What follows belongs to an exercise in optimizing a design on an open flow for small area and a short achievable clock period; a production flow would make more cautious choices. No run shown here included a check of the RTL's function; only the layout flow was run. Power and IR drop assume default switching activity.

File: config.mk
export PLATFORM = sky130hd
export DESIGN_NAME = ex_unit
export DESIGN_NICKNAME = ex_unit
export VERILOG_FILES = /design/flow/design.v
export SDC_FILE = /design/flow/constraint.sdc
export NUM_CORES = 4
export LEC_CHECK = 0
export CAP_MARGIN = 20
export CORE_MARGIN = 2
export CORE_UTILIZATION = 40
export SLEW_MARGIN = 20
File: constraint.sdc
create_clock -name core_clock -period 5.0 [get_ports {clk}]
set_input_delay 1.0000 -clock core_clock [delete_from_list [all_inputs] [get_ports {clk}]]
set_output_delay 1.0000 -clock core_clock [all_outputs]
set_load 0.01 [all_outputs]
File: design.v
`default_nettype none
package ex_pkg;
    localparam logic [6:0] op_imm    = 7'b0010011;
    localparam logic [6:0] op_reg    = 7'b0110011;
    localparam logic [6:0] op_branch = 7'b1100011;
    localparam logic [6:0] op_jal    = 7'b1101111;
    localparam logic [6:0] op_jalr   = 7'b1100111;
    localparam logic [6:0] op_lui    = 7'b0110111;
    localparam logic [6:0] op_auipc  = 7'b0010111;
endpackage
`default_nettype wire
`timescale 1ns/10ps
`default_nettype none
module ex_decode (
    input  logic        clk,
    input  logic        reset_i,
    input  logic        valid_i,
    input  logic [31:0] pc_i,
    input  logic [31:0] inst_i,
    input  logic [31:0] rs1_i,
    input  logic [31:0] rs2_i,
    output logic [31:0] x_o,       
    output logic [31:0] y_o,       
    output logic [31:0] link_o,    
    output logic        cin_o,     
    output logic        s_add_o,   
    output logic        s_sr_o,
    output logic        s_sl_o,
    output logic        s_p_o,
    output logic        s_g_o,
    output logic        s_slt_o,
    output logic        s_sltu_o,
    output logic        s_link_o,
    output logic        arith_o,
    output logic        we_o,
    output logic [4:0]  rd_o,
    output logic        jump_o,
    output logic        bit0_o     
);
    logic [6:0] opc;
    logic [2:0] f3;
    logic       alt;
    logic       ok;
    logic       is_op, is_opimm, is_alu, is_lui, is_auipc, is_jal, is_jalr, is_br;
    logic       f_add, f_sub, f_sll, f_slt, f_sltu, f_xor, f_sr, f_or, f_and;
    logic       inv;
    logic       eq, lt, ltu, taken;
    logic [31:0] imm_i, imm_u, imm_b, imm_j;
    logic [31:0] rs1_rev;
    logic [31:0] x_d, y_d;
    assign opc = inst_i[6:0];
    assign f3  = inst_i[14:12];
    assign alt = inst_i[30];
    assign ok  = valid_i & ~reset_i;
    assign is_op    = opc == ex_pkg::op_reg;
    assign is_opimm = opc == ex_pkg::op_imm;
    assign is_alu   = is_op | is_opimm;
    assign is_lui   = opc == ex_pkg::op_lui;
    assign is_auipc = opc == ex_pkg::op_auipc;
    assign is_jal   = opc == ex_pkg::op_jal;
    assign is_jalr  = (opc == ex_pkg::op_jalr) & (f3 == 3'b000);
    assign is_br    = (opc == ex_pkg::op_branch) & (f3[2:1] != 2'b01);
    assign f_sub  = is_op & (f3 == 3'b000) & alt;
    assign f_add  = is_alu & (f3 == 3'b000) & ~f_sub;
    assign f_sll  = is_alu & (f3 == 3'b001);
    assign f_slt  = is_alu & (f3 == 3'b010);
    assign f_sltu = is_alu & (f3 == 3'b011);
    assign f_xor  = is_alu & (f3 == 3'b100);
    assign f_sr   = is_alu & (f3 == 3'b101);
    assign f_or   = is_alu & (f3 == 3'b110);
    assign f_and  = is_alu & (f3 == 3'b111);
    assign inv    = f_sub | f_slt | f_sltu;
    assign imm_i = {{20{inst_i[31]}}, inst_i[31:20]};
    assign imm_u = {inst_i[31:12], 12'b0};
    assign imm_b = {{20{inst_i[31]}}, inst_i[7], inst_i[30:25], inst_i[11:8], 1'b0};
    assign imm_j = {{12{inst_i[31]}}, inst_i[19:12], inst_i[20], inst_i[30:21], 1'b0};
    always_comb begin
        for (int i = 0; i < 32; i++) rs1_rev[i] = rs1_i[31-i];
    end
    assign x_d = ({32{(is_alu & ~f_sll) | is_jalr}} & rs1_i)
               | ({32{f_sll}} & rs1_rev)
               | ({32{is_auipc | is_jal | is_br}} & pc_i);
    assign y_d = ({32{is_op}} & rs2_i)
               | ({32{is_opimm | is_jalr}} & imm_i)
               | ({32{is_lui | is_auipc}} & imm_u)
               | ({32{is_br}} & imm_b)
               | ({32{is_jal}} & imm_j);
    assign eq    = rs1_i == rs2_i;
    assign ltu   = rs1_i < rs2_i;
    assign lt    = $signed(rs1_i) < $signed(rs2_i);
    always_comb begin
        case (f3[2:1])
            2'b00:   taken = eq ^ f3[0];
            2'b10:   taken = lt ^ f3[0];
            default: taken = ltu ^ f3[0];
        endcase
    end
    always_ff @(posedge clk) begin
        x_o      <= x_d;
        y_o      <= y_d ^ {32{inv}};
        link_o   <= pc_i + 32'd4;
        cin_o    <= inv;
        s_add_o  <= ok & (f_add | f_sub | is_lui | is_auipc);
        s_sr_o   <= ok & f_sr;
        s_sl_o   <= ok & f_sll;
        s_p_o    <= ok & (f_xor | f_or);
        s_g_o    <= ok & (f_and | f_or);
        s_slt_o  <= ok & f_slt;
        s_sltu_o <= ok & f_sltu;
        s_link_o <= ok & (is_jal | is_jalr);
        arith_o  <= alt & ~f_sll;
        we_o     <= ok & (is_alu | is_lui | is_auipc | is_jal | is_jalr);
        rd_o     <= inst_i[11:7] & {5{ok & (is_alu | is_lui | is_auipc | is_jal | is_jalr)}};
        jump_o   <= ok & (is_jal | is_jalr | (is_br & taken));
        bit0_o   <= ~is_jalr;
    end
endmodule
`default_nettype wire
`timescale 1ns/10ps
`default_nettype none
module ex_alu (
    input  logic        clk,
    input  logic        reset_i,
    input  logic [31:0] x_i,
    input  logic [31:0] y_i,
    input  logic [31:0] link_i,
    input  logic        cin_i,
    input  logic        s_add_i,
    input  logic        s_sr_i,
    input  logic        s_sl_i,
    input  logic        s_p_i,
    input  logic        s_g_i,
    input  logic        s_slt_i,
    input  logic        s_sltu_i,
    input  logic        s_link_i,
    input  logic        arith_i,
    input  logic        we_i,
    input  logic [4:0]  rd_i,
    input  logic        jump_i,
    input  logic        bit0_i,
    output logic        wb_we_o,
    output logic [4:0]  wb_rd_o,
    output logic [31:0] wb_data_o,
    output logic        jump_flag_o,
    output logic [31:0] jump_addr_o
);
    logic        rn;
    logic [31:0] p, g, sum, shr, result;
    logic [32:0] full;
    logic        cout, lt, ltu, jmp;
    assign rn   = ~reset_i;
    assign p    = x_i ^ y_i;
    assign g    = x_i & y_i;
    assign full = {1'b0, x_i} + {1'b0, y_i} + {32'b0, cin_i};
    assign sum  = full[31:0];
    assign cout = full[32];
    assign ltu  = ~cout;
    assign lt   = (x_i[31] == y_i[31]) ? x_i[31] : ~cout;
    logic [32:0] ext, ext_sh;
    assign ext    = {arith_i & x_i[31], x_i};
    assign ext_sh = $signed(ext) >>> y_i[4:0];
    assign shr    = ext_sh[31:0];
    always_comb begin
        for (int i = 0; i < 32; i++) begin
            result[i] = (s_add_i & sum[i]) | (s_sr_i & shr[i]) | (s_sl_i & shr[31-i])
                      | (s_p_i & p[i]) | (s_g_i & g[i]) | (s_link_i & link_i[i]);
        end
        result[0] = result[0] | (s_slt_i & lt) | (s_sltu_i & ltu);
    end
    assign jmp = jump_i & rn;
    always_ff @(posedge clk) begin
        wb_we_o     <= we_i & rn;
        wb_rd_o     <= rd_i & {5{rn}};
        wb_data_o   <= result & {32{rn}};
        jump_flag_o <= jmp;
        jump_addr_o <= {sum[31:1], sum[0] & bit0_i} & {32{jmp}};
    end
endmodule
`default_nettype wire
`timescale 1ns/10ps
`default_nettype none
module ex_top (
    input  logic        clk,
    input  logic        reset_i,
    input  logic        valid_i,
    input  logic [31:0] pc_i,
    input  logic [31:0] inst_i,
    input  logic [31:0] rs1_i,
    input  logic [31:0] rs2_i,
    output logic        wb_we_o,
    output logic [4:0]  wb_rd_o,
    output logic [31:0] wb_data_o,
    output logic        jump_flag_o,
    output logic [31:0] jump_addr_o
);
    logic [31:0] x, y, link;
    logic        cin, s_add, s_sr, s_sl, s_p, s_g, s_slt, s_sltu, s_link, arith;
    logic        we, jump, bit0;
    logic [4:0]  rd;
    ex_decode u_decode (
        .clk(clk), .reset_i(reset_i), .valid_i(valid_i), .pc_i(pc_i), .inst_i(inst_i),
        .rs1_i(rs1_i), .rs2_i(rs2_i),
        .x_o(x), .y_o(y), .link_o(link), .cin_o(cin), .s_add_o(s_add), .s_sr_o(s_sr),
        .s_sl_o(s_sl), .s_p_o(s_p), .s_g_o(s_g), .s_slt_o(s_slt), .s_sltu_o(s_sltu),
        .s_link_o(s_link), .arith_o(arith), .we_o(we), .rd_o(rd), .jump_o(jump), .bit0_o(bit0)
    );
    ex_alu u_alu (
        .clk(clk), .reset_i(reset_i),
        .x_i(x), .y_i(y), .link_i(link), .cin_i(cin), .s_add_i(s_add), .s_sr_i(s_sr),
        .s_sl_i(s_sl), .s_p_i(s_p), .s_g_i(s_g), .s_slt_i(s_slt), .s_sltu_i(s_sltu),
        .s_link_i(s_link), .arith_i(arith), .we_i(we), .rd_i(rd), .jump_i(jump), .bit0_i(bit0),
        .wb_we_o(wb_we_o), .wb_rd_o(wb_rd_o), .wb_data_o(wb_data_o),
        .jump_flag_o(jump_flag_o), .jump_addr_o(jump_addr_o)
    );
endmodule
`default_nettype wire
`timescale 1ns/10ps
`default_nettype none
module ex_unit (
    input  logic        clk,
    input  logic        reset_i,
    input  logic        issue_valid_i,
    input  logic [31:0] issue_pc_i,
    input  logic [31:0] issue_inst_i,
    input  logic [31:0] issue_rs1_i,
    input  logic [31:0] issue_rs2_i,
    output logic        wb_we_o,
    output logic [4:0]  wb_rd_o,
    output logic [31:0] wb_data_o,
    output logic        jump_flag_o,
    output logic [31:0] jump_addr_o
);
    ex_top u_top (
        .clk(clk), .reset_i(reset_i), .valid_i(issue_valid_i), .pc_i(issue_pc_i),
        .inst_i(issue_inst_i), .rs1_i(issue_rs1_i), .rs2_i(issue_rs2_i),
        .wb_we_o(wb_we_o), .wb_rd_o(wb_rd_o), .wb_data_o(wb_data_o),
        .jump_flag_o(jump_flag_o), .jump_addr_o(jump_addr_o)
    );
endmodule
`default_nettype wire
File: run.sh
#!/bin/bash
# synth_recipe.tcl (not shown) runs the flow's synth.tcl, then flattens the netlist and writes it again
# the make line also repeats each setting of config.mk as NAME=value (left out here)
make -C /OpenROAD-flow-scripts/flow DESIGN_CONFIG=/design/flow/config.mk WORK_HOME=/design/flow/orfs CLKGATE_MAP_FILE= SYNTH_SCRIPT=/design/flow/synth_recipe.tcl finish
==> results of run 1 <==
-- metal layers --
layer | wire, µm | track usage | vias to the layer above | part of all wire
met5 | 0 | 0 | - | 0
met4 | 1540 | 0.113 | 0 | 0.036
met3 | 3540 | 0.0489 | 62 | 0.082
met2 | 18800 | 0.439 | 592 | 0.43
met1 | 19300 | 0.399 | 5124 | 0.45
li1 | - | - | 5139 | -
-- state kept, by name, indices dropped and copies added, names as in the netlist --
name,flops
u_top.u_decode.link_o,32
u_top.u_decode.we_o,1
u_top.u_decode.jump_o,1
u_top.u_alu.wb_data_o,32
u_top.u_alu.wb_we_o,1
u_top.u_alu.jump_flag_o,1
u_top.u_decode.x_o,32
u_top.u_alu.jump_addr_o,32
u_top.u_decode.s_add_o,1
u_top.u_decode.rd_o,5
u_top.u_decode.s_g_o,1
u_top.u_decode.s_sl_o,1
u_top.u_decode.arith_o,1
u_top.u_decode.s_link_o,1
u_top.u_decode.bit0_o,1
u_top.u_decode.s_sr_o,1
u_top.u_decode.s_p_o,1
u_top.u_decode.y_o,32
u_top.u_alu.wb_rd_o,5
u_top.u_decode.s_sltu_o,1
u_top.u_decode.cin_o,1
u_top.u_decode.s_slt_o,1
-- worst paths after layout --
path / cells after the start / slack [ns] / start / endpoint
worst min-delay path: 1 / 0.44 / u_top.u_decode.rd_o[0] / u_top.u_alu.wb_rd_o[0]
worst max register to register: 11 / 1.31 / u_top.u_decode.x_o[0] / u_top.u_alu.wb_data_o[28]
worst max-delay path: 11 / 1.31 / u_top.u_decode.x_o[0] / u_top.u_alu.wb_data_o[28]
worst min register to register: 1 / 0.44 / u_top.u_decode.rd_o[0] / u_top.u_alu.wb_rd_o[0]
-- cell usage after synthesis, types with 3 or more instances --
library cell | instances | area, µm²
sky130_fd_sc_hd__or3_1 | 4 | 25.0
sky130_fd_sc_hd__o311ai_0 | 3 | 26.3
sky130_fd_sc_hd__buf_4 | 6 | 45.0
sky130_fd_sc_hd__buf_6 | 5 | 56.3
sky130_fd_sc_hd__a21oi_1 | 100 | 500
sky130_fd_sc_hd__a31oi_1 | 20 | 125
sky130_fd_sc_hd__buf_1 | 3 | 11.3
sky130_fd_sc_hd__nor2b_1 | 20 | 125
sky130_fd_sc_hd__nand2_1 | 115 | 432
sky130_fd_sc_hd__or2_2 | 11 | 68.8
sky130_fd_sc_hd__ha_1 | 65 | 813
sky130_fd_sc_hd__a22oi_1 | 24 | 180
sky130_fd_sc_hd__nor2_1 | 106 | 398
sky130_fd_sc_hd__o211ai_1 | 10 | 75.1
sky130_fd_sc_hd__buf_2 | 16 | 80.1
sky130_fd_sc_hd__a221oi_1 | 29 | 254
sky130_fd_sc_hd__a211oi_1 | 6 | 45.0
sky130_fd_sc_hd__a21o_1 | 25 | 188
sky130_fd_sc_hd__xor2_1 | 23 | 201
sky130_fd_sc_hd__nand3_1 | 31 | 155
sky130_fd_sc_hd__nor3_1 | 19 | 95.1
sky130_fd_sc_hd__dfxtp_1 | 185 | 3700
sky130_fd_sc_hd__nand4_1 | 14 | 87.6
sky130_fd_sc_hd__nand2b_1 | 6 | 37.5
sky130_fd_sc_hd__mux4_2 | 28 | 631
sky130_fd_sc_hd__and3_1 | 11 | 68.8
sky130_fd_sc_hd__o21a_1 | 6 | 45.0
sky130_fd_sc_hd__o21ai_0 | 52 | 260
sky130_fd_sc_hd__and2_1 | 6 | 37.5
sky130_fd_sc_hd__mux2i_1 | 21 | 210
sky130_fd_sc_hd__or2_1 | 4 | 25.0
sky130_fd_sc_hd__a222oi_1 | 65 | 651
sky130_fd_sc_hd__clkbuf_1 | 52 | 195
sky130_fd_sc_hd__inv_1 | 88 | 330
sky130_fd_sc_hd__a221o_1 | 4 | 40.0
sky130_fd_sc_hd__mux2_2 | 9 | 101
sky130_fd_sc_hd__xnor2_1 | 66 | 578
sky130_fd_sc_hd__o221ai_1 | 3 | 26.3
-- critical path, stage by stage, from the launching register on --
cell and delay, ns:
sky130_fd_sc_hd__dfxtp_1 0.36, sky130_fd_sc_hd__fa_1 0.49, sky130_fd_sc_hd__fa_1 0.53, sky130_fd_sc_hd__a21o_1 0.25, sky130_fd_sc_hd__a21o_4 0.25, sky130_fd_sc_hd__a21oi_4 0.33, sky130_fd_sc_hd__o31ai_4 0.18, sky130_fd_sc_hd__a41oi_2 0.34
sky130_fd_sc_hd__o221ai_2 0.25, sky130_fd_sc_hd__xor2_1 0.21, sky130_fd_sc_hd__a221oi_1 0.31, sky130_fd_sc_hd__nor2_1 0.07
-- power breakdown --
| part | total [mW] | switching (mW) | internal, mW |
|---|---|---|---|
| Sequential | 1.52 | 0.0256 | 1.50 |
| Combinational | 0.370 | 0.194 | 0.176 |
| Clock | 1.33 | 0.651 | 0.675 |
| Total | 3.22 | 0.871 | 2.35 |
-- area by class of cell --
type | instances | area [µm²] | share of cell area
inverter | 89 | 334 | 0.0235
tap | 378 | 473 | 0.0332
multi-input combinational | 954 | 7020 | 0.493
sequential | 185 | 3710 | 0.260
timing repair buffer | 219 | 2140 | 0.150
clock buffer | 19 | 443 | 0.0311
clock inverter | 13 | 126 | 0.00887
-- through the flow --
| stage | worst slack [ns] | hold slack, ns | instance area, µm² | util | power, mW |
|---|---|---|---|---|---|
| 2_1_floorplan | 1.94 | 0.414 | 11500 | - | 1.71 |
| 3_3_place_gp | 1.17 | 0.417 | 13700 | 0.488 | 1.92 |
| 3_5_place_dp | 1.14 | 0.424 | 13700 | 0.488 | 1.92 |
| 4_1_cts | 1.36 | 0.443 | 14200 | 0.509 | 3.24 |
| 5_1_grt | 1.22 | 0.463 | 14200 | 0.509 | 3.34 |
| 6_report | 1.31 | 0.440 | 14200 | 0.509 | 3.22 |
-- logic make-up (layout without fill, tap and decap cells) --
group | count (synthesis) | count (layout) | share of synthesized area
buf+inv | 174 | 340 | 0.0651
flops | 185 | 185 | 0.323
mux | 58 | 58 | 0.0822
fa+ha+maj | 67 | 67 | 0.0745
xor+xnor | 89 | 89 | 0.0680
simple gates | 364 | 364 | 0.150
compound gates | 376 | 376 | 0.238
==> impl_metrics.xml, run 1 <==
<?xml version="1.0" encoding="UTF-8"?>
<metrics>
  <group name="floorplan">
    <metric name="die_h" unit="µm">173</metric>
    <metric name="design.die.area" unit="µm²">30000</metric>
    <metric name="floorplan.io_pins" unit="">202</metric>
    <metric name="placementRows" unit="">61</metric>
    <metric name="die_width" unit="µm">173</metric>
    <metric name="core" unit="µm²">28000</metric>
    <metric name="floorplan.initialDensity" unit="">0.409</metric>
  </group>
  <group name="sta">
    <metric name="maxClockFrequency" unit="MHz">271</metric>
    <metric name="clock_skew" unit="ns">0.0154</metric>
    <metric name="hold_violations" unit="">0</metric>
    <metric name="totalNegativeSetupSlack" unit="ns">0</metric>
    <metric name="final-max-slew-violation-count" unit="">0</metric>
    <metric name="slew_headroom" unit="">0.317</metric>
    <metric name="fin_crit" unit="ns">3.69</metric>
    <metric name="setup_repair_after_global_routing_missed_its_margin" unit="">no</metric>
    <metric name="post-route-period-util" unit="">0.738</metric>
    <metric name="finalSetupViolCount" unit="">0</metric>
    <metric name="worst-slew-pin-transition" unit="ns">1.02</metric>
  </group>
  <group name="cells_and_area">
    <metric name="layout.cells.most_common_list" unit="">200 x sky130_fd_sc_hd__clkdlybuf4s50_1, 183 x sky130_fd_sc_hd__dfxtp_1, 115 x sky130_fd_sc_hd__nand2_1</metric>
    <metric name="num-fill-cells" unit="">2721</metric>
    <metric name="antenna-diode-count" unit="">0</metric>
    <metric name="post_route_cells_drive_above_1_share" unit="">0.0818</metric>
    <metric name="nets_finish" unit="">1664</metric>
    <metric name="area_overhead_of_the_layout_relative_to_synthesis" unit="%">24.3</metric>
    <metric name="most_common_library_cell_in_the_layout_ignoring_fill_and_taps" unit="">sky130_fd_sc_hd__clkdlybuf4s50_1</metric>
    <metric name="fin_cells" unit="">1857</metric>
  </group>
  <group name="clocking">
    <metric name="clock-sinks" unit="">185</metric>
    <metric name="post_cts_setup_buffers" unit="">0</metric>
    <metric name="cts-htree-levels" unit="">4</metric>
    <metric name="cts_resized" unit="">0</metric>
    <metric name="numCtsBuffers" unit="">17</metric>
    <metric name="clock_latency" unit="ns">0.45</metric>
    <metric name="cts.path.max_buffers" unit="">2</metric>
    <metric name="cts_tree" unit="">built</metric>
    <metric name="clk_slew_on_worst_s_h_paths" unit="ns">0.08</metric>
    <metric name="postCtsHoldBufs" unit="">0</metric>
    <metric name="cts_root_buf" unit="">sky130_fd_sc_hd__clkbuf_16</metric>
  </group>
  <group name="grt">
    <metric name="first_global_vias" unit="">10600</metric>
    <metric name="initial_antenna_violation_count" unit="">0</metric>
    <metric name="largest_net_degree_at_the_start_of_global_routing" unit="">57</metric>
    <metric name="gr-usage-all-layers" unit="">0.286</metric>
    <metric name="wire_length_of_the_first_global_routing_pass" unit="µm">65400</metric>
    <metric name="overflow_left_after_global_routing" unit="">0</metric>
  </group>
  <group name="synth">
    <metric name="ys_dominant_reg_cell" unit="">sky130_fd_sc_hd__dfxtp_1</metric>
    <metric name="portion_of_the_post_synthesis_area_used_by_sequential_elements" unit="">0.323</metric>
    <metric name="postSynthRegisterBits" unit="">185</metric>
    <metric name="mappedNetlistNets" unit="">1511</metric>
    <metric name="synthesized_area_per_cell" unit="µm²">8.73</metric>
    <metric name="synthArstFlopShare" unit="">0</metric>
    <metric name="synth-edff-count" unit="">0</metric>
    <metric name="synth.yosys.warnings" unit="">2</metric>
    <metric name="synth_cell_types" unit="">80</metric>
    <metric name="syn_area" unit="µm²">11500</metric>
    <metric name="syn-instance-count" unit="">1313</metric>
  </group>
  <group name="worst_hold_path">
    <metric name="worstHoldPathType" unit="">flop to flop</metric>
  </group>
  <group name="place">
    <metric name="dp_hpwl" unit="µm">35200</metric>
    <metric name="final_weighted_congestion_in_routability_driven_placement" unit="">0.990</metric>
    <metric name="dp.cells" unit="">1825</metric>
    <metric name="io_buffer_count" unit="">201</metric>
  </group>
  <group name="setup_path">
    <metric name="critPathCaptureType" unit="">flop</metric>
    <metric name="worst_setup_path_start_kind" unit="">flop</metric>
    <metric name="timing.setup.critical_path_class" unit="">flop to flop</metric>
    <metric name="worstPathMaxFanout" unit="">6</metric>
    <metric name="cp.required" unit="ns">5.30</metric>
    <metric name="arrival" unit="ns">4.00</metric>
  </group>
  <group name="outcome">
    <metric name="result_of_the_run" unit="">finished clean</metric>
  </group>
  <group name="routing">
    <metric name="routed-via-count" unit="">10900</metric>
    <metric name="drt-vias-per-instance" unit="">5.88</metric>
    <metric name="detail_route.wirelength" unit="µm">43200</metric>
    <metric name="post_drt_wl_per_cell" unit="µm">23.3</metric>
    <metric name="drtIter0Drc" unit="">1217</metric>
    <metric name="route.antenna.remaining_nets" unit="">0</metric>
    <metric name="detail_route.drc_violations" unit="">0</metric>
    <metric name="drt_pre_antenna_iters" unit="">10</metric>
  </group>
  <group name="run">
    <metric name="max-cap-violations" unit="">0</metric>
  </group>
  <group name="power">
    <metric name="p_per_area" unit="nW/µm²">226</metric>
    <metric name="vdd_drop_max" unit="V">0.000206</metric>
    <metric name="static_leakage_power" unit="nW">5.66</metric>
  </group>
</metrics>
==> inputs of run 2 (changes only) <==
--- a/design.v
+++ b/design.v
@@ -146,14 +146,30 @@
 );
     logic        rn;
     logic [31:0] p, g, sum, shr, result;
-    logic [32:0] full;
     logic        cout, lt, ltu, jmp;
     assign rn   = ~reset_i;
     assign p    = x_i ^ y_i;
     assign g    = x_i & y_i;
-    assign full = {1'b0, x_i} + {1'b0, y_i} + {32'b0, cin_i};
-    assign sum  = full[31:0];
-    assign cout = full[32];
+    logic [31:0] gg [0:5];
+    logic [31:0] pp [0:5];
+    always_comb begin
+        gg[0] = g;
+        pp[0] = p;
+        gg[0][0] = g[0] | (p[0] & cin_i);
+        for (int l = 0; l < 5; l++) begin
+            for (int i = 0; i < 32; i++) begin
+                if ((i >> l) & 1) begin
+                    gg[l+1][i] = gg[l][i] | (pp[l][i] & gg[l][((i >> l) << l) - 1]);
+                    pp[l+1][i] = pp[l][i] & pp[l][((i >> l) << l) - 1];
+                end else begin
+                    gg[l+1][i] = gg[l][i];
+                    pp[l+1][i] = pp[l][i];
+                end
+            end
+        end
+    end
+    assign sum  = p ^ {gg[5][30:0], cin_i};
+    assign cout = gg[5][31];
     assign ltu  = ~cout;
     assign lt   = (x_i[31] == y_i[31]) ? x_i[31] : ~cout;
     logic [32:0] ext, ext_sh;
--- a/config.mk
+++ b/config.mk
@@ -8,4 +8,5 @@
 export CAP_MARGIN = 20
 export CORE_MARGIN = 2
 export CORE_UTILIZATION = 40
+export SETUP_SLACK_MARGIN = 2.0
 export SLEW_MARGIN = 20
==> impl_metrics.xml, run 2 <==
<?xml version="1.0" encoding="UTF-8"?>
<metrics>
  <group name="worst_hold_path">
    <metric name="min_delay_path_depth" unit="">1</metric>
    <metric name="worstHoldStart" unit="">u_top.u_decode.rd_o[4]</metric>
    <metric name="worstHoldPathType" unit="">flop to flop</metric>
  </group>
  <group name="synth">
    <metric name="post_synth_mux_area_share" unit="">0.0755</metric>
    <metric name="postSynthRegisterBits" unit="">185</metric>
    <metric name="syn_area" unit="µm²">11400</metric>
    <metric name="synthesized_area_per_cell" unit="µm²">8.96</metric>
    <metric name="syn-instance-count" unit="">1268</metric>
    <metric name="yosys.area_share.simple" unit="">0.143</metric>
    <metric name="synth.yosys.warnings" unit="">4</metric>
    <metric name="synth-edff-count" unit="">0</metric>
    <metric name="post_synth_fa_ha_maj_area_fraction" unit="">0.0821</metric>
    <metric name="ys_dominant_reg_cell" unit="">sky130_fd_sc_hd__dfxtp_1</metric>
    <metric name="synth-xor-area-share" unit="">0.0655</metric>
    <metric name="synth.most_common_cell" unit="">sky130_fd_sc_hd__dfxtp_1</metric>
    <metric name="synth_compound_area_frac" unit="">0.240</metric>
    <metric name="portion_of_the_post_synthesis_area_used_by_sequential_elements" unit="">0.326</metric>
    <metric name="synth_cell_types" unit="">87</metric>
    <metric name="synth_top_cell_area_share" unit="">0.326</metric>
    <metric name="synth_common_cells" unit="">185 x sky130_fd_sc_hd__dfxtp_1, 106 x sky130_fd_sc_hd__nand2_1, 94 x sky130_fd_sc_hd__nor2_1</metric>
    <metric name="combinational_family_with_the_most_area_after_synthesis" unit="">compound AO/OA/AOI/OAI gates</metric>
    <metric name="yosys-top-cells-area" unit="">sky130_fd_sc_hd__dfxtp_1 33%, sky130_fd_sc_hd__ha_1 7.2%, sky130_fd_sc_hd__a222oi_1 5.5%</metric>
    <metric name="mappedNetlistNets" unit="">1470</metric>
    <metric name="synth_top_area_cell" unit="">sky130_fd_sc_hd__dfxtp_1</metric>
    <metric name="synthArstFlopShare" unit="">0</metric>
  </group>
  <group name="sta">
    <metric name="final-max-slew-violation-count" unit="">0</metric>
    <metric name="totalNegativeSetupSlack" unit="ns">0</metric>
    <metric name="maxClockFrequency" unit="MHz">321</metric>
    <metric name="slew_headroom" unit="">0.370</metric>
    <metric name="hold_violations" unit="">0</metric>
    <metric name="finalSetupViolCount" unit="">0</metric>
    <metric name="clock_skew" unit="ns">0.0143</metric>
    <metric name="worst-slew-pin-transition" unit="ns">0.945</metric>
    <metric name="fin_crit" unit="ns">3.11</metric>
    <metric name="setup_repair_after_global_routing_missed_its_margin" unit="">yes</metric>
    <metric name="post-route-period-util" unit="">0.623</metric>
  </group>
  <group name="routing">
    <metric name="detail_route.drc_violations" unit="">0</metric>
    <metric name="drt-vias-per-instance" unit="">5.84</metric>
    <metric name="routed-via-count" unit="">10700</metric>
    <metric name="detail_route.wirelength" unit="µm">41300</metric>
    <metric name="drtIter0Drc" unit="">1075</metric>
    <metric name="route.antenna.remaining_nets" unit="">0</metric>
    <metric name="post_drt_wl_per_cell" unit="µm">22.5</metric>
    <metric name="drt_pre_antenna_iters" unit="">10</metric>
  </group>
  <group name="clocking">
    <metric name="cts_root_buf" unit="">sky130_fd_sc_hd__clkbuf_16</metric>
    <metric name="clk_slew_on_worst_s_h_paths" unit="ns">0.08</metric>
    <metric name="postCtsHoldBufs" unit="">0</metric>
    <metric name="clock_latency" unit="ns">0.45</metric>
    <metric name="numCtsBuffers" unit="">17</metric>
    <metric name="clock-sinks" unit="">185</metric>
    <metric name="cts-htree-levels" unit="">4</metric>
    <metric name="cts_tree" unit="">built</metric>
    <metric name="cts.path.max_buffers" unit="">2</metric>
  </group>
  <group name="setup_path">
    <metric name="cp.required" unit="ns">5.35</metric>
    <metric name="arrival" unit="ns">3.46</metric>
    <metric name="cpMaxStageDelayCell" unit="">sky130_fd_sc_hd__clkdlybuf4s50_1</metric>
    <metric name="cp.buffers_inverters" unit="">2</metric>
    <metric name="worst-r2r-cell-count" unit="">12</metric>
    <metric name="timing.setup.critical_path_class" unit="">input port to flop</metric>
    <metric name="worstSetupPathDepth" unit="">10</metric>
    <metric name="critPathTopFamily" unit="">compound AO/OA/AOI/OAI gates</metric>
    <metric name="worst_setup_path_start_kind" unit="">input port</metric>
    <metric name="worstPathMaxFanout" unit="">3</metric>
    <metric name="path_cells" unit="">clkdlybuf4s50_1 -&gt; inv_1 -&gt; ha_1 -&gt; nand4_1 -&gt; a2111o_1 -&gt; a31oi_2 -&gt; o31ai_1 -&gt; nand2b_1 -&gt; xnor2_1 -&gt; a31o_2</metric>
    <metric name="critical_path.reg2reg.startpoint" unit="">u_top.u_decode.x_o[0]</metric>
    <metric name="startpoint" unit="">issue_rs2_i[11]</metric>
    <metric name="critPathCaptureType" unit="">flop</metric>
    <metric name="critical_path.max_stage_delay" unit="ns">0.59</metric>
  </group>
  <group name="power">
    <metric name="design_power_total" unit="mW">3.30</metric>
    <metric name="p_per_area" unit="nW/µm²">226</metric>
    <metric name="static_leakage_power" unit="nW">5.91</metric>
    <metric name="vdd_drop_max" unit="V">0.000221</metric>
  </group>
  <group name="outcome">
    <metric name="result_of_the_run" unit="">finished clean</metric>
  </group>
  <group name="floorplan">
    <metric name="die_h" unit="µm">173</metric>
    <metric name="die_width" unit="µm">173</metric>
    <metric name="placementRows" unit="">61</metric>
    <metric name="floorplan.initialDensity" unit="">0.408</metric>
    <metric name="floorplan.io_pins" unit="">202</metric>
    <metric name="core" unit="µm²">27900</metric>
    <metric name="design.die.area" unit="µm²">29800</metric>
  </group>
  <group name="cells_and_area">
    <metric name="area_overhead_of_the_layout_relative_to_synthesis" unit="%">28.7</metric>
    <metric name="antenna-diode-count" unit="">0</metric>
    <metric name="nets_finish" unit="">1645</metric>
    <metric name="num-fill-cells" unit="">2639</metric>
    <metric name="most_common_library_cell_in_the_layout_ignoring_fill_and_taps" unit="">sky130_fd_sc_hd__clkdlybuf4s50_1</metric>
    <metric name="post_route_cells_drive_above_1_share" unit="">0.126</metric>
    <metric name="layout.cells.most_common_list" unit="">195 x sky130_fd_sc_hd__clkdlybuf4s50_1, 181 x sky130_fd_sc_hd__dfxtp_1, 104 x sky130_fd_sc_hd__nand2_1</metric>
  </group>
  <group name="grt">
    <metric name="largest_net_degree_at_the_start_of_global_routing" unit="">52</metric>
    <metric name="first_global_vias" unit="">10200</metric>
    <metric name="initial_antenna_violation_count" unit="">0</metric>
    <metric name="wire_length_of_the_first_global_routing_pass" unit="µm">61500</metric>
    <metric name="overflow_left_after_global_routing" unit="">0</metric>
    <metric name="gr-usage-all-layers" unit="">0.271</metric>
  </group>
  <group name="place">
    <metric name="dp_hpwl" unit="µm">32800</metric>
    <metric name="final_weighted_congestion_in_routability_driven_placement" unit="">0.967</metric>
    <metric name="io_buffer_count" unit="">201</metric>
  </group>
  <group name="run">
    <metric name="max-cap-violations" unit="">0</metric>
  </group>
</metrics>
==> run 2: cell types whose count changed in the layout (fill, tap and decap cells not counted), sizes merged, moves of 6 or more <==
cell and change:
nor2 -12, mux4 -9, nand2 -10, nor3 -6, or2 -7, o22ai +7, buf +18, and2 +6
a21oi -33, nand3 -14, a21o -11
==> run 2: kinds of logic after synthesis <==
kind of cell,after synthesis
mux,58
simple gates,335
flops,185
compound gates,356
fa+ha+maj,71
buf+inv,178
xor+xnor,85
==> run 2: per-layer routing <==
layer	wire length, µm	vias up	global-route usage
met5	0	-	0
met4	1470	0	0.111
li1	-	5036	-
met1	18900	5064	0.381
met2	17800	534	0.410
met3	3150	77	0.0464
==> run 2: final timing paths <==
check                                            endpoint  slack (ns)
worst min-delay path               u_top.u_alu.wb_rd_o[4]        0.44
worst max-delay path                u_top.u_decode.jump_o        1.89
worst min register to register     u_top.u_alu.wb_rd_o[4]        0.44
worst max register to register  u_top.u_alu.wb_data_o[17]        2.08
==> run 2: final cells by class <==
cell class	instances	area (µm²)	share of cell area
Multi-Input combinational cell	905	7150	0.488
Sequential cell	185	3710	0.253
Timing Repair Buffer	238	2330	0.159
Tap cell	378	473	0.0323
Clock buffer	17	425	0.0291
Inverter	95	360	0.0246
Clock inverter	15	181	0.0124
Timing Repair inverter	1	5.00	0.000342
==> run 2: what timing repair did <==
action / in CTS / in global routing
gates cloned: 0 / 1
buffers inserted: 4 / 13
pin swaps: 8 / 22
endpoints found under the setup margin: 109 / 75
gates resized for setup: 36 / 32
==> run 2: power by group <==
group | switching, mW | leakage [nW] | internal, mW
combinational | 0.209 | 4.11 | 0.188
clock | 0.630 | 0.296 | 0.756
sequential | 0.0222 | 1.51 | 1.50
==> run 2: per-stage QoR <==
stage | hold WS, ns | instance area, µm² | worst slack [ns] | util | cells
2_1_floorplan | 0.414 | 11400 | 2.01 | - | 1268
3_3_place_gp | 0.421 | 13600 | 0.615 | 0.489 | 1784
3_5_place_dp | 0.420 | 13600 | 0.641 | 0.489 | 1784
4_1_cts | 0.439 | 14400 | 1.86 | 0.517 | 1820
5_1_grt | 0.462 | 14600 | 1.81 | 0.525 | 1834
6_report | 0.440 | 14600 | 1.89 | 0.525 | 1834
==> inputs of run 3 (changes only) <==
--- a/config.mk
+++ b/config.mk
@@ -8,5 +8,5 @@
 export CAP_MARGIN = 20
 export CORE_MARGIN = 2
 export CORE_UTILIZATION = 40
-export SETUP_SLACK_MARGIN = 2.0
+export SETUP_SLACK_MARGIN = 2.6
 export SLEW_MARGIN = 20
==> impl_metrics.xml, run 3 <==
<?xml version="1.0" encoding="UTF-8"?>
<metrics>
  <group name="outcome">
    <metric name="result_of_the_run" unit="">finished clean</metric>
  </group>
  <group name="clocking">
    <metric name="cts.path.max_buffers" unit="">2</metric>
    <metric name="clock-sinks" unit="">185</metric>
    <metric name="cts-htree-levels" unit="">4</metric>
    <metric name="cts_tree" unit="">built</metric>
    <metric name="clock_latency" unit="ns">0.46</metric>
    <metric name="numCtsBuffers" unit="">17</metric>
    <metric name="cts_root_buf" unit="">sky130_fd_sc_hd__clkbuf_16</metric>
    <metric name="clk_slew_on_worst_s_h_paths" unit="ns">0.08</metric>
  </group>
  <group name="sta">
    <metric name="slew_headroom" unit="">0.434</metric>
    <metric name="totalNegativeSetupSlack" unit="ns">0</metric>
    <metric name="clock_skew" unit="ns">0.0175</metric>
    <metric name="setup_repair_after_global_routing_missed_its_margin" unit="">yes</metric>
    <metric name="final-max-slew-violation-count" unit="">0</metric>
    <metric name="hold_violations" unit="">0</metric>
    <metric name="finalSetupViolCount" unit="">0</metric>
    <metric name="maxClockFrequency" unit="MHz">345</metric>
    <metric name="post-route-period-util" unit="">0.580</metric>
    <metric name="worst_slack" unit="ns">2.10</metric>
    <metric name="worst-slew-pin-transition" unit="ns">0.847</metric>
    <metric name="fin_worst_hold_slack" unit="ns">0.444</metric>
    <metric name="fin_crit" unit="ns">2.90</metric>
  </group>
  <group name="power">
    <metric name="switching_part_of_the_total" unit="">0.288</metric>
    <metric name="p_per_area" unit="nW/µm²">198</metric>
    <metric name="switchingPower" unit="mW">0.968</metric>
    <metric name="share_seq_of_total_power" unit="">0.453</metric>
    <metric name="vdd_drop_max" unit="V">0.000231</metric>
    <metric name="relative_contribution_of_the_clock_network_to_total_power" unit="">0.404</metric>
    <metric name="power.internal" unit="mW">2.39</metric>
    <metric name="static_leakage_power" unit="nW">6.91</metric>
    <metric name="comb_power_share" unit="">0.143</metric>
  </group>
  <group name="floorplan">
    <metric name="core" unit="µm²">27900</metric>
    <metric name="placementRows" unit="">61</metric>
    <metric name="floorplan.io_pins" unit="">202</metric>
    <metric name="die_h" unit="µm">173</metric>
    <metric name="die_width" unit="µm">173</metric>
    <metric name="floorplan.initialDensity" unit="">0.408</metric>
    <metric name="design.die.area" unit="µm²">29800</metric>
  </group>
  <group name="synth">
    <metric name="yosys-top-cells-area" unit="">sky130_fd_sc_hd__dfxtp_1 33%, sky130_fd_sc_hd__ha_1 7.2%, sky130_fd_sc_hd__a222oi_1 5.5%</metric>
    <metric name="ys_dominant_reg_cell" unit="">sky130_fd_sc_hd__dfxtp_1</metric>
    <metric name="synth_cell_types" unit="">87</metric>
    <metric name="synth_common_cells" unit="">185 x sky130_fd_sc_hd__dfxtp_1, 106 x sky130_fd_sc_hd__nand2_1, 94 x sky130_fd_sc_hd__nor2_1</metric>
    <metric name="mappedNetlistNets" unit="">1470</metric>
    <metric name="synth-edff-count" unit="">0</metric>
    <metric name="synth.yosys.warnings" unit="">4</metric>
    <metric name="synth.most_common_cell" unit="">sky130_fd_sc_hd__dfxtp_1</metric>
    <metric name="portion_of_the_post_synthesis_area_used_by_sequential_elements" unit="">0.326</metric>
    <metric name="synth_top_area_cell" unit="">sky130_fd_sc_hd__dfxtp_1</metric>
    <metric name="synthArstFlopShare" unit="">0</metric>
    <metric name="synthesized_area_per_cell" unit="µm²">8.96</metric>
    <metric name="postSynthRegisterBits" unit="">185</metric>
    <metric name="syn-instance-count" unit="">1268</metric>
    <metric name="syn_area" unit="µm²">11400</metric>
    <metric name="synth_top_cell_area_share" unit="">0.326</metric>
  </group>
  <group name="grt">
    <metric name="overflow_left_after_global_routing" unit="">0</metric>
    <metric name="initial_antenna_violation_count" unit="">0</metric>
    <metric name="wire_length_of_the_first_global_routing_pass" unit="µm">69400</metric>
    <metric name="gr-usage-all-layers" unit="">0.305</metric>
    <metric name="largest_net_degree_at_the_start_of_global_routing" unit="">38</metric>
    <metric name="first_global_vias" unit="">11200</metric>
  </group>
  <group name="setup_path">
    <metric name="cpMaxStageDelayCell" unit="">sky130_fd_sc_hd__fa_2</metric>
    <metric name="critical_path.max_stage_delay" unit="ns">0.47</metric>
    <metric name="timing.setup.critical_path_class" unit="">flop to flop</metric>
    <metric name="critPathCaptureType" unit="">flop</metric>
    <metric name="worst_setup_path_start_kind" unit="">flop</metric>
    <metric name="cp.required" unit="ns">5.36</metric>
    <metric name="path_cells" unit="">fa_2 -&gt; inv_2 -&gt; fa_2 -&gt; nor2b_4 -&gt; o31ai_4 -&gt; buf_6 -&gt; nand2_4 -&gt; a21oi_4 -&gt; inv_2 -&gt; a21oi_4 -&gt; fa_2 -&gt; o21ai_2 -&gt; a221oi_2 -&gt; a21oi_1</metric>
    <metric name="arrival" unit="ns">3.27</metric>
    <metric name="cpMostUsedCell" unit="">sky130_fd_sc_hd__fa_2</metric>
    <metric name="worstPathMaxFanout" unit="">3</metric>
  </group>
  <group name="place">
    <metric name="final_weighted_congestion_in_routability_driven_placement" unit="">0.939</metric>
    <metric name="dpl_cell_area" unit="µm²">13800</metric>
    <metric name="dp_hpwl" unit="µm">33400</metric>
    <metric name="dp_worst_setup_slack" unit="ns">1.20</metric>
    <metric name="dp.cells" unit="">1784</metric>
    <metric name="io_buffer_count" unit="">201</metric>
  </group>
  <group name="worst_hold_path">
    <metric name="worstHoldPathType" unit="">flop to flop</metric>
  </group>
  <group name="cells_and_area">
    <metric name="final_area" unit="µm²">17000</metric>
    <metric name="layout.cells.most_common_list" unit="">177 x sky130_fd_sc_hd__dfxtp_1, 111 x sky130_fd_sc_hd__clkdlybuf4s50_1, 98 x sky130_fd_sc_hd__nand2_1</metric>
    <metric name="fin_cells" unit="">1922</metric>
    <metric name="antenna-diode-count" unit="">0</metric>
    <metric name="most_common_library_cell_in_the_layout_ignoring_fill_and_taps" unit="">sky130_fd_sc_hd__dfxtp_1</metric>
    <metric name="post_route_cells_drive_above_1_share" unit="">0.333</metric>
    <metric name="nets_finish" unit="">1733</metric>
    <metric name="area_overhead_of_the_layout_relative_to_synthesis" unit="%">49.4</metric>
    <metric name="num-fill-cells" unit="">2332</metric>
  </group>
  <group name="routing">
    <metric name="routed-via-count" unit="">11600</metric>
    <metric name="detail_route.wirelength" unit="µm">47900</metric>
    <metric name="drt-vias-per-instance" unit="">6.01</metric>
    <metric name="post_drt_wl_per_cell" unit="µm">24.9</metric>
    <metric name="route.antenna.remaining_nets" unit="">0</metric>
    <metric name="drtIter0Drc" unit="">1506</metric>
    <metric name="detail_route.drc_violations" unit="">0</metric>
    <metric name="drt_pre_antenna_iters" unit="">9</metric>
  </group>
  <group name="run">
    <metric name="max-cap-violations" unit="">0</metric>
  </group>
</metrics>
run 3: cell counts after synthesis:
No cell type changed its count.
run 3: cells by family (layout without fill, tap and decap cells):
| logic type | after synthesis | after routing | synth area share |
|---|---|---|---|
| AO/OA/AOI/OAI | 356 | 356 | 0.240 |
| XOR/XNOR | 85 | 85 | 0.0655 |
| adder cells (fa/ha/maj) | 71 | 71 | 0.0821 |
| buffers and inverters | 178 | 453 | 0.0680 |
| flip-flops | 185 | 185 | 0.326 |
| multiplexers | 58 | 58 | 0.0755 |
| AND/OR/NAND/NOR | 335 | 336 | 0.143 |
run 3: cell type report:
type / count / area [µm²] / share of cell area
Multi-Input combinational cell: 906 / 8530 / 0.502
Sequential cell: 185 / 3720 / 0.219
Clock buffer: 17 / 425 / 0.0250
Timing Repair inverter: 1 / 5.00 / 0.000295
Inverter: 95 / 385 / 0.0227
Clock inverter: 15 / 175 / 0.0103
Timing Repair Buffer: 325 / 3270 / 0.192
Tap cell: 378 / 473 / 0.0278
run 3: per-layer routing:
metal | track usage | up-vias | share of wire
li1 | - | 5226 | -
met1 | 0.407 | 5502 | 0.41
met2 | 0.473 | 720 | 0.44
met3 | 0.0596 | 112 | 0.093
met4 | 0.147 | 0 | 0.050
met5 | 0 | - | 0
run 3: final timing paths:
check	slack (ns)	to	start	depth (start not counted)
worst max-delay path	2.10	u_top.u_alu.wb_data_o[8]	u_top.u_decode.y_o[0]	14
worst min-delay path	0.44	u_top.u_alu.wb_rd_o[0]	u_top.u_decode.rd_o[0]	1
worst max register to register	2.10	u_top.u_alu.wb_data_o[8]	u_top.u_decode.y_o[0]	14
worst min register to register	0.44	u_top.u_alu.wb_rd_o[0]	u_top.u_decode.rd_o[0]	1
run 3: stage by stage:
step,utilization,power [mW]
6_report,0.610,3.36
5_1_grt,0.610,3.45
4_1_cts,0.580,3.33
3_5_place_dp,0.494,1.94
3_3_place_gp,0.494,1.94
2_1_floorplan,-,1.71
run 3: what timing repair did:
action | 4_1_cts | 5_1_grt
hold buffers | 0 | 0
setup buffers | 73 | 18
pin swaps | 113 | 93
gates cloned | 11 | 4
gates resized for setup | 404 | 187
setup endpoints to repair | 152 | 129
run 3: power by group through the flow:
stage	Sequential [mW]	Clock [mW]	Combinational [mW]
3_3_place_gp	1.55	0	0.383
6_report	1.52	1.36	0.482
2_1_floorplan	1.54	0	0.174
5_1_grt	1.52	1.42	0.506
3_5_place_dp	1.55	0	0.383
4_1_cts	1.52	1.37	0.442
run 3: critical path: cells and delay by family (launching register included):
kind                     cells  cell delay, ns
AO/OA/AOI/OAI                6            0.91
adder cells (fa/ha/maj)      3            1.11
buffers and inverters        3            0.29
flip-flops                   1            0.36
AND/OR/NAND/NOR              2            0.13
==> inputs of run 4 (changes only) <==
==> flow/run.sh (new file) <==
#!/bin/bash
# Standard ORFS layout; only the port buffers differ: small buffers instead of
# the resizer's default pick.
set -euo pipefail
export BUFFER_PORTS_ARGS="-buffer_cell sky130_fd_sc_hd__buf_1"
bash standard.sh > standard.log 2>&1
==> standard.sh (new file) <==
#!/bin/bash
# synth_recipe.tcl (not shown) runs the flow's synth.tcl, then flattens the netlist and writes it again
# the make line also repeats each setting of config.mk as NAME=value (left out here)
make -C /OpenROAD-flow-scripts/flow DESIGN_CONFIG=/design/flow/config.mk WORK_HOME=/design/flow/orfs CLKGATE_MAP_FILE= SYNTH_SCRIPT=/design/flow/synth_recipe.tcl "${@:-finish}"
--- a/config.mk
+++ b/config.mk
@@ -8,5 +8,4 @@
 export CAP_MARGIN = 20
 export CORE_MARGIN = 2
 export CORE_UTILIZATION = 40
-export SETUP_SLACK_MARGIN = 2.6
 export SLEW_MARGIN = 20
removed: run.sh
==> impl_metrics.xml, run 4 <==
<?xml version="1.0" encoding="UTF-8"?>
<metrics>
  <group name="outcome">
    <metric name="result_of_the_run" unit="">finished clean</metric>
  </group>
  <group name="sta">
    <metric name="worst-slew-pin-transition" unit="ns">1.10</metric>
    <metric name="final-max-slew-violation-count" unit="">0</metric>
    <metric name="clock_skew" unit="ns">0.0107</metric>
    <metric name="setup_repair_after_global_routing_missed_its_margin" unit="">no</metric>
    <metric name="maxClockFrequency" unit="MHz">278</metric>
    <metric name="slew_headroom" unit="">0.268</metric>
    <metric name="fin_worst_hold_slack" unit="ns">0.437</metric>
    <metric name="finalSetupViolCount" unit="">0</metric>
    <metric name="worst_slack" unit="ns">1.40</metric>
    <metric name="post-route-period-util" unit="">0.719</metric>
    <metric name="totalNegativeSetupSlack" unit="ns">0</metric>
    <metric name="hold_violations" unit="">0</metric>
    <metric name="fin_crit" unit="ns">3.60</metric>
  </group>
  <group name="cells_and_area">
    <metric name="finish.utilization" unit="">0.465</metric>
    <metric name="multi_input_area" unit="µm²">6910</metric>
    <metric name="antenna-diode-count" unit="">0</metric>
    <metric name="final-seq-area" unit="µm²">3700</metric>
    <metric name="most_common_library_cell_in_the_layout_ignoring_fill_and_taps" unit="">sky130_fd_sc_hd__buf_1</metric>
    <metric name="final_area" unit="µm²">13000</metric>
    <metric name="area_overhead_of_the_layout_relative_to_synthesis" unit="%">14.0</metric>
    <metric name="post_route_cells_drive_above_1_share" unit="">0.0836</metric>
    <metric name="layout.cells.most_common_list" unit="">200 x sky130_fd_sc_hd__buf_1, 184 x sky130_fd_sc_hd__dfxtp_1, 106 x sky130_fd_sc_hd__nand2_1</metric>
    <metric name="num-fill-cells" unit="">2777</metric>
    <metric name="nets_finish" unit="">1625</metric>
  </group>
  <group name="routing">
    <metric name="drt-vias-per-instance" unit="">5.87</metric>
    <metric name="routed_wl_met2" unit="µm">17400</metric>
    <metric name="route.antenna.remaining_nets" unit="">0</metric>
    <metric name="detail_route.drc_violations" unit="">0</metric>
    <metric name="drt_pre_antenna_iters" unit="">10</metric>
    <metric name="topRoutingLayerUsed" unit="">met4</metric>
    <metric name="routed-via-count" unit="">10700</metric>
    <metric name="routedLengthMet1" unit="µm">18000</metric>
    <metric name="post_drt_wl_per_cell" unit="µm">22.5</metric>
    <metric name="detail_route.wirelength" unit="µm">40800</metric>
    <metric name="drtIter0Drc" unit="">1384</metric>
    <metric name="met3RoutedLength" unit="µm">3650</metric>
  </group>
  <group name="grt">
    <metric name="overflow_left_after_global_routing" unit="">0</metric>
    <metric name="largest_net_degree_at_the_start_of_global_routing" unit="">52</metric>
    <metric name="wire_length_of_the_first_global_routing_pass" unit="µm">61700</metric>
    <metric name="gr-usage-all-layers" unit="">0.271</metric>
    <metric name="initial_antenna_violation_count" unit="">0</metric>
    <metric name="first_global_vias" unit="">10200</metric>
  </group>
  <group name="floorplan">
    <metric name="design.die.area" unit="µm²">29800</metric>
    <metric name="placementRows" unit="">61</metric>
    <metric name="core" unit="µm²">27900</metric>
    <metric name="die_h" unit="µm">173</metric>
    <metric name="die_width" unit="µm">173</metric>
    <metric name="floorplan.io_pins" unit="">202</metric>
    <metric name="floorplan.initialDensity" unit="">0.408</metric>
  </group>
  <group name="setup_path">
    <metric name="timing.setup.critical_path_class" unit="">input port to flop</metric>
    <metric name="worstPathMaxFanout" unit="">32</metric>
    <metric name="cp.required" unit="ns">5.39</metric>
    <metric name="critPathCaptureType" unit="">flop</metric>
    <metric name="arrival" unit="ns">3.99</metric>
    <metric name="cpMaxStageDelayCell" unit="">sky130_fd_sc_hd__a21o_1</metric>
    <metric name="worst_setup_path_start_kind" unit="">input port</metric>
    <metric name="critical_path.max_stage_delay" unit="ns">0.84</metric>
    <metric name="path_cells" unit="">buf_1 -&gt; nor2b_1 -&gt; nor4b_2 -&gt; a21o_1 -&gt; a222oi_1 -&gt; inv_1</metric>
    <metric name="worst-r2r-cell-count" unit="">13</metric>
  </group>
  <group name="synth">
    <metric name="synthesized_area_per_cell" unit="µm²">8.96</metric>
    <metric name="ys_dominant_reg_cell" unit="">sky130_fd_sc_hd__dfxtp_1</metric>
    <metric name="mappedNetlistNets" unit="">1470</metric>
    <metric name="synthArstFlopShare" unit="">0</metric>
    <metric name="synth-edff-count" unit="">0</metric>
    <metric name="postSynthRegisterBits" unit="">185</metric>
    <metric name="synth_common_cells" unit="">185 x sky130_fd_sc_hd__dfxtp_1, 106 x sky130_fd_sc_hd__nand2_1, 94 x sky130_fd_sc_hd__nor2_1</metric>
    <metric name="syn-instance-count" unit="">1268</metric>
    <metric name="synth.most_common_cell" unit="">sky130_fd_sc_hd__dfxtp_1</metric>
    <metric name="yosys-top-cells-area" unit="">sky130_fd_sc_hd__dfxtp_1 33%, sky130_fd_sc_hd__ha_1 7.2%, sky130_fd_sc_hd__a222oi_1 5.5%</metric>
    <metric name="portion_of_the_post_synthesis_area_used_by_sequential_elements" unit="">0.326</metric>
    <metric name="synth.yosys.warnings" unit="">4</metric>
    <metric name="syn_area" unit="µm²">11400</metric>
    <metric name="synth_top_area_cell" unit="">sky130_fd_sc_hd__dfxtp_1</metric>
    <metric name="synth_top_cell_area_share" unit="">0.326</metric>
    <metric name="synth_cell_types" unit="">87</metric>
  </group>
  <group name="clocking">
    <metric name="clock_latency" unit="ns">0.45</metric>
    <metric name="postCtsHoldBufs" unit="">0</metric>
    <metric name="cts_root_buf" unit="">sky130_fd_sc_hd__clkbuf_16</metric>
    <metric name="cts.path.max_buffers" unit="">2</metric>
    <metric name="numCtsBuffers" unit="">17</metric>
    <metric name="cts_tree" unit="">built</metric>
    <metric name="clock-sinks" unit="">185</metric>
    <metric name="cts-htree-levels" unit="">4</metric>
    <metric name="cts_resized" unit="">0</metric>
    <metric name="post_cts_setup_buffers" unit="">0</metric>
    <metric name="clk_slew_on_worst_s_h_paths" unit="ns">0.07</metric>
  </group>
  <group name="power">
    <metric name="share_seq_of_total_power" unit="">0.470</metric>
    <metric name="static_leakage_power" unit="nW">5.25</metric>
    <metric name="relative_contribution_of_the_clock_network_to_total_power" unit="">0.433</metric>
    <metric name="power.internal" unit="mW">2.38</metric>
    <metric name="switching_part_of_the_total" unit="">0.262</metric>
    <metric name="p_per_area" unit="nW/µm²">249</metric>
    <metric name="comb_power_share" unit="">0.096</metric>
    <metric name="vdd_drop_max" unit="V">0.000191</metric>
    <metric name="switchingPower" unit="mW">0.846</metric>
  </group>
  <group name="worst_hold_path">
    <metric name="min_delay_path_depth" unit="">1</metric>
    <metric name="worstHoldPathType" unit="">flop to flop</metric>
  </group>
  <group name="place">
    <metric name="dp_worst_setup_slack" unit="ns">1.08</metric>
    <metric name="dpl_cell_area" unit="µm²">12300</metric>
    <metric name="dp_hpwl" unit="µm">32500</metric>
    <metric name="final_weighted_congestion_in_routability_driven_placement" unit="">1.01</metric>
    <metric name="io_buffer_count" unit="">201</metric>
  </group>
  <group name="run">
    <metric name="max-cap-violations" unit="">0</metric>
  </group>
</metrics>
==> run 4: final timing paths <==
| check | start | endpoint | slack (ns) |
|---|---|---|---|
| setup / recovery | issue_inst_i[14] | u_top.u_decode.x_o[4] | 1.40 |
| hold / removal | u_top.u_decode.we_o | u_top.u_alu.wb_we_o | 0.44 |
| setup reg to reg | u_top.u_decode.y_o[0] | u_top.u_alu.wb_data_o[8] | 1.45 |
| hold reg to reg | u_top.u_decode.we_o | u_top.u_alu.wb_we_o | 0.44 |
==> run 4: worst max-delay path, delay by kind of cell <==
family	cells	cell delay, ns
AOI/OAI and AO/OA	2	1.18
buffers and inverters	2	0.79
and+or+nand+nor	2	1.00
==> run 4: logic make-up (layout without fill, tap and decap cells) <==
logic type | count (synthesis) | count (layout) | synth area share
DFF | 185 | 185 | 0.326
muxes | 58 | 58 | 0.0755
adders and majority gates | 71 | 71 | 0.0821
AOI/OAI and AO/OA | 356 | 356 | 0.240
buffers and inverters | 178 | 346 | 0.0680
and+or+nand+nor | 335 | 335 | 0.143
xor gates and xnor gates | 85 | 85 | 0.0655
==> run 4: stage by stage <==
stage,power (mW),cells
after floorplan,1.71,1268
after global placement,1.86,1781
after detailed placement,1.86,1782
after CTS,3.25,1814
after global routing,3.34,1814
final,3.23,1814
==> run 4: power groups by stage <==
| stage | clock (mW) | sequential, mW | combinational, mW |
|---|---|---|---|
| floorplan | 0 | 1.54 | 0.167 |
| global placement | 0 | 1.55 | 0.303 |
| detailed placement | 0 | 1.55 | 0.304 |
| CTS | 1.43 | 1.52 | 0.305 |
| global route | 1.48 | 1.52 | 0.338 |
| finish | 1.40 | 1.52 | 0.311 |
==> run 4: layout make-up <==
| type | count | share of cell area |
|---|---|---|
| Inverter | 95 | 0.0275 |
| Sequential cell | 185 | 0.286 |
| Tap cell | 378 | 0.0365 |
| Clock buffer | 18 | 0.0339 |
| Clock inverter | 14 | 0.0141 |
| Timing Repair Buffer | 219 | 0.0693 |
| Multi-Input combinational cell | 905 | 0.533 |
==> run 4: routing by layer <==
layer / vias to the layer above / global-route usage
met5: - / 0
met4: 0 / 0.122
met3: 72 / 0.0488
met2: 601 / 0.405
met1: 4990 / 0.381
li1: 4989 / -
==> inputs of run 5 (changes only) <==
==> flow/run.sh (replaced) <==
#!/bin/bash
# Standard ORFS layout; only the port buffers differ: small buffers instead of
# the resizer's default pick.
set -euo pipefail
export BUFFER_PORTS_ARGS="-buffer_cell sky130_fd_sc_hd__buf_2"
bash standard.sh > standard.log 2>&1
==> impl_metrics.xml, run 5 <==
<?xml version="1.0" encoding="UTF-8"?>
<metrics>
  <group name="clocking">
    <metric name="cts.path.max_buffers" unit="">2</metric>
    <metric name="cts_tree" unit="">built</metric>
    <metric name="post_cts_setup_buffers" unit="">0</metric>
    <metric name="cts_resized" unit="">0</metric>
    <metric name="clk_slew_on_worst_s_h_paths" unit="ns">0.07</metric>
    <metric name="cts_root_buf" unit="">sky130_fd_sc_hd__clkbuf_16</metric>
    <metric name="clock_latency" unit="ns">0.45</metric>
    <metric name="postCtsHoldBufs" unit="">0</metric>
    <metric name="clock-sinks" unit="">185</metric>
    <metric name="cts-htree-levels" unit="">4</metric>
    <metric name="numCtsBuffers" unit="">17</metric>
  </group>
  <group name="outcome">
    <metric name="result_of_the_run" unit="">finished clean</metric>
  </group>
  <group name="synth">
    <metric name="post_synth_fa_ha_maj_area_fraction" unit="">0.0821</metric>
    <metric name="syn_area" unit="µm²">11400</metric>
    <metric name="yosys.area_share.simple" unit="">0.143</metric>
    <metric name="synth_compound_area_frac" unit="">0.240</metric>
    <metric name="synth_common_cells" unit="">185 x sky130_fd_sc_hd__dfxtp_1, 106 x sky130_fd_sc_hd__nand2_1, 94 x sky130_fd_sc_hd__nor2_1</metric>
    <metric name="yosys-top-cells-area" unit="">sky130_fd_sc_hd__dfxtp_1 33%, sky130_fd_sc_hd__ha_1 7.2%, sky130_fd_sc_hd__a222oi_1 5.5%</metric>
    <metric name="synthArstFlopShare" unit="">0</metric>
    <metric name="synth_top_cell_area_share" unit="">0.326</metric>
    <metric name="synth.most_common_cell" unit="">sky130_fd_sc_hd__dfxtp_1</metric>
    <metric name="postSynthRegisterBits" unit="">185</metric>
    <metric name="synth.yosys.warnings" unit="">4</metric>
    <metric name="syn-instance-count" unit="">1268</metric>
    <metric name="post_synth_mux_area_share" unit="">0.0755</metric>
    <metric name="portion_of_the_post_synthesis_area_used_by_sequential_elements" unit="">0.326</metric>
    <metric name="synth-edff-count" unit="">0</metric>
    <metric name="ys_dominant_reg_cell" unit="">sky130_fd_sc_hd__dfxtp_1</metric>
    <metric name="mappedNetlistNets" unit="">1470</metric>
    <metric name="synth_top_area_cell" unit="">sky130_fd_sc_hd__dfxtp_1</metric>
    <metric name="combinational_family_with_the_most_area_after_synthesis" unit="">compound AO/OA/AOI/OAI gates</metric>
    <metric name="synthesized_area_per_cell" unit="µm²">8.96</metric>
    <metric name="synth-xor-area-share" unit="">0.0655</metric>
    <metric name="synth_cell_types" unit="">87</metric>
  </group>
  <group name="setup_path">
    <metric name="cp.buffers_inverters" unit="">1</metric>
    <metric name="worstPathMaxFanout" unit="">5</metric>
    <metric name="critical_path.max_stage_delay" unit="ns">0.56</metric>
    <metric name="timing.setup.critical_path_class" unit="">flop to flop</metric>
    <metric name="path_cells" unit="">fa_1 -&gt; inv_1 -&gt; fa_1 -&gt; nor2b_1 -&gt; o31ai_1 -&gt; a21oi_2 -&gt; o21a_1 -&gt; fa_1 -&gt; xnor2_1 -&gt; o21ai_0 -&gt; a221oi_1 -&gt; nor2_1</metric>
    <metric name="cpMostUsedCell" unit="">sky130_fd_sc_hd__fa_1</metric>
    <metric name="cpMaxStageDelayCell" unit="">sky130_fd_sc_hd__o31ai_1</metric>
    <metric name="cp.required" unit="ns">5.32</metric>
    <metric name="critPathTopFamily" unit="">compound AO/OA/AOI/OAI gates</metric>
    <metric name="arrival" unit="ns">3.79</metric>
    <metric name="critPathCaptureType" unit="">flop</metric>
    <metric name="worst_setup_path_start_kind" unit="">flop</metric>
  </group>
  <group name="routing">
    <metric name="drt-vias-per-instance" unit="">5.88</metric>
    <metric name="drt_pre_antenna_iters" unit="">8</metric>
    <metric name="post_drt_wl_per_cell" unit="µm">23.0</metric>
    <metric name="detail_route.drc_violations" unit="">0</metric>
    <metric name="detail_route.wirelength" unit="µm">41700</metric>
    <metric name="route.antenna.remaining_nets" unit="">0</metric>
    <metric name="routed-via-count" unit="">10700</metric>
    <metric name="drtIter0Drc" unit="">1129</metric>
  </group>
  <group name="power">
    <metric name="p_per_area" unit="nW/µm²">249</metric>
    <metric name="static_leakage_power" unit="nW">5.95</metric>
    <metric name="vdd_drop_max" unit="V">0.000210</metric>
  </group>
  <group name="sta">
    <metric name="totalNegativeSetupSlack" unit="ns">0</metric>
    <metric name="final-max-slew-violation-count" unit="">0</metric>
    <metric name="setup_repair_after_global_routing_missed_its_margin" unit="">no</metric>
    <metric name="finalSetupViolCount" unit="">0</metric>
    <metric name="fin_crit" unit="ns">3.47</metric>
    <metric name="post-route-period-util" unit="">0.694</metric>
    <metric name="maxClockFrequency" unit="MHz">288</metric>
    <metric name="worst-slew-pin-transition" unit="ns">1.07</metric>
    <metric name="hold_violations" unit="">0</metric>
    <metric name="clock_skew" unit="ns">0.00952</metric>
    <metric name="slew_headroom" unit="">0.289</metric>
  </group>
  <group name="floorplan">
    <metric name="die_width" unit="µm">173</metric>
    <metric name="core" unit="µm²">27900</metric>
    <metric name="floorplan.io_pins" unit="">202</metric>
    <metric name="design.die.area" unit="µm²">29800</metric>
    <metric name="die_h" unit="µm">173</metric>
    <metric name="placementRows" unit="">61</metric>
    <metric name="floorplan.initialDensity" unit="">0.408</metric>
  </group>
  <group name="cells_and_area">
    <metric name="layout.cells.most_common_list" unit="">201 x sky130_fd_sc_hd__buf_2, 184 x sky130_fd_sc_hd__dfxtp_1, 106 x sky130_fd_sc_hd__nand2_1</metric>
    <metric name="final_area" unit="µm²">13200</metric>
    <metric name="nets_finish" unit="">1627</metric>
    <metric name="antenna-diode-count" unit="">0</metric>
    <metric name="area_overhead_of_the_layout_relative_to_synthesis" unit="%">16.5</metric>
    <metric name="post_route_cells_drive_above_1_share" unit="">0.223</metric>
    <metric name="most_common_library_cell_in_the_layout_ignoring_fill_and_taps" unit="">sky130_fd_sc_hd__buf_2</metric>
  </group>
  <group name="grt">
    <metric name="initial_antenna_violation_count" unit="">1</metric>
    <metric name="largest_net_degree_at_the_start_of_global_routing" unit="">52</metric>
    <metric name="overflow_left_after_global_routing" unit="">0</metric>
    <metric name="met2_usage" unit="">0.409</metric>
    <metric name="grt.met3_usage" unit="">0.0473</metric>
    <metric name="gr-usage-all-layers" unit="">0.276</metric>
    <metric name="gr-usage-met1" unit="">0.392</metric>
    <metric name="first_global_vias" unit="">10300</metric>
    <metric name="grt-busiest-layer" unit="">met2</metric>
    <metric name="wire_length_of_the_first_global_routing_pass" unit="µm">63100</metric>
  </group>
  <group name="place">
    <metric name="dpl_cell_area" unit="µm²">12600</metric>
    <metric name="dp_hpwl" unit="µm">33000</metric>
    <metric name="final_weighted_congestion_in_routability_driven_placement" unit="">1.01</metric>
    <metric name="io_buffer_count" unit="">201</metric>
  </group>
  <group name="run">
    <metric name="max-cap-violations" unit="">0</metric>
  </group>
  <group name="worst_hold_path">
    <metric name="worstHoldPathType" unit="">flop to flop</metric>
  </group>
</metrics>
-- run 5: cell types whose count changed in the layout (fill, tap and decap cells not counted), moves of 2 or more --
| cell | previous run | this run |
|---|---|---|
| sky130_fd_sc_hd__buf_1 | 200 | 0 |
| sky130_fd_sc_hd__buf_2 | 0 | 201 |
| sky130_fd_sc_hd__clkbuf_8 | 1 | 4 |
| sky130_fd_sc_hd__buf_4 | 17 | 19 |
| sky130_fd_sc_hd__clkinv_2 | 0 | 2 |
| sky130_fd_sc_hd__inv_8 | 5 | 2 |
| sky130_fd_sc_hd__clkinvlp_4 | 2 | 0 |
-- run 5: final timing paths --
| kind | to | start | depth (start not counted) | slack [ns] |
|---|---|---|---|---|
| setup / recovery | u_top.u_alu.wb_data_o[17] | u_top.u_decode.y_o[0] | 12 | 1.53 |
| hold / removal | u_top.u_alu.wb_we_o | u_top.u_decode.we_o | 1 | 0.44 |
| setup reg to reg | u_top.u_alu.wb_data_o[17] | u_top.u_decode.y_o[0] | 12 | 1.53 |
| hold reg to reg | u_top.u_alu.wb_we_o | u_top.u_decode.we_o | 1 | 0.44 |
-- run 5: report_power, final --
part           switching (mW)  total, mW  internal [mW]
clock                   0.596       1.45          0.850
combinational           0.201      0.328          0.127
sequential             0.0224       1.52           1.50
-- run 5: worst register-to-register path: stages, from the launching register on --
cell and delay, ns:
sky130_fd_sc_hd__dfxtp_2 0.33, sky130_fd_sc_hd__fa_1 0.41, sky130_fd_sc_hd__inv_1 0.09, sky130_fd_sc_hd__fa_1 0.24
sky130_fd_sc_hd__nor2b_1 0.08, sky130_fd_sc_hd__o31ai_1 0.56, sky130_fd_sc_hd__a21oi_2 0.21, sky130_fd_sc_hd__o21a_1 0.30
sky130_fd_sc_hd__fa_1 0.46, sky130_fd_sc_hd__xnor2_1 0.22, sky130_fd_sc_hd__o21ai_0 0.13, sky130_fd_sc_hd__a221oi_1 0.25
sky130_fd_sc_hd__nor2_1 0.06
-- run 5: routing by layer --
layer,vias to the layer above,wire [µm],part of all wire
met5,-,11,0.00026
met4,2,1650,0.040
met3,80,3730,0.089
met1,4999,18800,0.45
li1,5000,-,-
met2,592,17600,0.42
-- run 5: cell families (layout without fill, tap and decap cells) --
kind of cell    count (synthesis)  in the layout
compound gates                356            356
simple gates                  335            335
flops                         185            185
buf+inv                       178            348
xor+xnor                       85             85
fa+ha+maj                      71             71
mux                            58             58
-- run 5: per-stage QoR --
stage | hold slack [ns] | std cells | power (mW) | setup WS (ns) | utilization
after floorplan | 0.414 | 1268 | 1.71 | 2.01 | -
after global placement | 0.417 | 1783 | 1.87 | 1.34 | 0.452
after detailed placement | 0.423 | 1784 | 1.87 | 1.40 | 0.452
after CTS | 0.440 | 1816 | 3.30 | 1.54 | 0.475
after global routing | 0.459 | 1816 | 3.40 | 1.37 | 0.475
final | 0.437 | 1816 | 3.30 | 1.53 | 0.475
-- run 5: area by class of cell --
cell class	instances	area (µm²)
clock buffers	21	480
clock inverters	11	158
fillers	2760	14600
inverters	95	357
multi-input cells	905	6910
flip-flops and latches	185	3700
well taps	378	473
repair buffers	221	1160

-- re-timing with driven ports --
Ports are ideal in the flow. The routed layouts listed here were re-timed in OpenROAD.
Step 1, drivers: a clkbuf_16 drives clk and a buf_2 each remaining input, both assumed.
Step 2, shift: input delay + t, output delay - t, t = (earliest + latest rising clock arrival at the registers) / 2. This alone moves slack from input paths to output paths.
Slacks: no drivers / after step 1 / after step 2; pairs: no drivers / after step 1.
| run | shift t [ns] | setup slack, ns | worst setup path after step 2 | cell pins on the clock port's net |
|---|---|---|---|---|
| run 1 | 0.486 | 1.310 / 1.310 / 1.127 | input to register | 1 |
| run 2 | 0.496 | 1.886 / 1.903 / 1.407 | input to register | 1 |
| run 3 | 0.502 | 2.098 / 2.098 / 1.907 | input to register | 1 |
| run 4 | 0.492 | 1.403 / 1.424 / 0.932 | input to register | 1 |
| run 5 | 0.491 | 1.532 / 1.532 / 1.398 | input to register | 1 |
After both steps every run listed still meets setup and hold. For run 2, which loses most, drivers alone change the setup slack by +0.017 ns; drivers and shift together by -0.479 ns.
